From an optimization exercise on the open Yosys and OpenROAD flow, aimed at a short achievable clock period; shortcuts taken in it are not production practice. Only simulation tests tie the RTL to the original design; equivalence was not proved. The flow treats the clock pin as an ideal source. Dropping or thinning the clock tree relies on that and would not hold on a real chip. No activity file was given, so power comes from the tool's default toggle rates.

Design rv_decode_top, start of the top module:
module rv_decode_top
(
	input  logic        clk,
	input  logic        rst,
	input  logic        in_valid,
	input  logic [31:0] in_pc,
	input  logic [31:0] in_inst,
	input  logic        wb_en,
	input  logic [4:0]  wb_rd,
	input  logic [31:0] wb_data,
	output logic        out_valid,
	output logic [31:0] out_pc,
	output logic [10:0] out_cls,
	output logic        out_illegal,
	output logic [4:0]  out_rd,
	output logic [9:0]  out_mod,
	output logic [31:0] out_op_a,
	output logic [31:0] out_op_b,
	output logic [31:0] out_store_data
);
Size in the first run: roughly 6400 cells after synthesis.
==> flow/config.mk <==
export PLATFORM = sky130hd
export DESIGN_NAME = rv_decode_top
export DESIGN_NICKNAME = rv_decode_top
export VERILOG_FILES = /design/flow/design.v
export SDC_FILE = /design/flow/constraint.sdc
export NUM_CORES = 4
export LEC_CHECK = 0
export ABC_CLOCK_PERIOD_IN_PS = 1500
export CAP_MARGIN = 20
export CORE_MARGIN = 2
export CORE_UTILIZATION = 38
export PLACE_DENSITY = 0.55
export SETUP_SLACK_MARGIN = 2.0
export SLEW_MARGIN = 20
==> flow/constraint.sdc <==
create_clock -name core_clock -period 3.8 [get_ports {clk}]
set_input_delay 0.7600 -clock core_clock [delete_from_list [all_inputs] [get_ports {clk}]]
set_output_delay 0.7600 -clock core_clock [all_outputs]
set_load 0.01 [all_outputs]
standard.sh (not shown) runs the stock make flow with config.mk's settings and CLKGATE_MAP_FILE= SYNTH_SCRIPT=/design/flow/synth_recipe.tcl, a recipe that flattens the netlist after the stock synthesis.
==> flow/flow/run.sh <==
#!/bin/bash
# Standard ORFS layout, except that:
#  - the clock tree is built by flow/tree.tcl (a balanced two-level tree of
#    clock buffers, hooked in before the CTS step) instead of TritonCTS;
#  - flow/io.tcl groups the forwarding datapath pins on one edge.
# All of make's output goes to flow_make.log here.
set -euo pipefail
export PRE_CTS_TCL="$PWD/flow/tree.tcl"
export IO_CONSTRAINTS="$PWD/flow/io.tcl"
export CTREE_CLOCK_PORT=clk
export CTREE_LEAF_MAX=26
export CTREE_ROOTS=4
bash standard.sh finish > flow_make.log 2>&1
Other scripts of this flow, unchanged in this note and not shown: flow/flow/io.tcl, flow/flow/tree.tcl
Next try:
--- a/flow/design.v
+++ b/flow/design.v
@@ -271,34 +271,30 @@
 	assign a_sel = ({32{a_pc2}} & pc2) | ({32{a_w2}} & w_data1)
 		| ({32{a_v2}} & w_data2)
 		| ({32{a_rf2}} & rf1_lo2) | ({32{a_rf2}} & rf1_hi2);
 	assign b_sel = ({32{b_imm2}} & imm2) | ({32{b_w2}} & w_data1)
 		| ({32{b_v2}} & w_data2)
 		| ({32{b_rf2}} & rf2_lo2) | ({32{b_rf2}} & rf2_hi2);
 	assign s_sel = ({32{s_w2}} & w_data1) | ({32{s_v2}} & w_data2)
 		| ({32{s_rf2}} & rf2_lo2) | ({32{s_rf2}} & rf2_hi2);
 	logic [31:0] wb_fwd;
-	logic [31:0] a_fwd;
-	logic [31:0] b_fwd;
 	assign hit1_c2 = wb_en && (wb_rd == rs1_2);
 	assign hit2_c2 = wb_en && (wb_rd == rs2_2);
 	assign wb_fwd  = wb_data & {32{wb_rd != '0}};
-	assign a_fwd   = fa2 ? wb_fwd : ({32{a_pc2}} & pc2);
-	assign b_fwd   = fb2 ? wb_fwd : imm2;
 	always_ff @(posedge clk) begin
 		if (rst) begin
 			out_valid <= 1'b0;
 		end else begin
 			out_valid <= v2;
 		end
 	end
 	always_ff @(posedge clk) begin
 		out_pc         <= pc2;
 		out_cls        <= cls2;
 		out_illegal    <= ill2;
 		out_rd         <= rd2;
 		out_mod        <= mod2;
-		out_op_a       <= hit1_c2 ? a_fwd : a_sel;
-		out_op_b       <= hit2_c2 ? b_fwd : b_sel;
+		out_op_a       <= (fa2 && hit1_c2) ? wb_fwd : a_sel;
+		out_op_b       <= (fb2 && hit2_c2) ? wb_fwd : b_sel;
 		out_store_data <= hit2_c2 ? wb_fwd : s_sel;
 	end
 endmodule
=>
- The changed run completed with no timing, DRC or antenna violations
- wire length rises by 2.1%
- die area falls by about 1.2%
- clock power barely changes
- hold slack gains 0.018 ns
- setup slack gains 0.14 ns
- final area falls by about 0.66%
- area after synthesis falls by about 1.2%
- sequential power barely changes
- maximum frequency rises by about 7%
No run of this note takes its clock network from TritonCTS; it comes from the design's own scripts or RTL.

## separate check: timing with driven ports
No port has a modelled driver above. Below, the same layouts with a new extraction and two added sets of constraints.
Step 1, drivers: a clkbuf_16 drives clk and a buf_2 each remaining input, both assumed.
Step 2 times the ports against the registers' clock, not the clock port: input delays grow and output delays shrink by t, the midpoint of the rising clock arrivals with the driver on.
Slacks: ideal / step 1 / step 2; pairs: ideal / step 1.
| run | t, ns | setup WS [ns] | worst setup path at the end |
|---|---|---|---|
| the first run | 0.727 | 1.733 / 1.684 / 1.245 | input to register |
| the second run | 0.726 | 1.871 / 1.813 / 1.371 | input to register |
After both steps setup and hold are still met in every run listed. For the second run, which loses most, drivers alone change the setup slack by -0.058 ns; drivers and shift together by -0.500 ns.
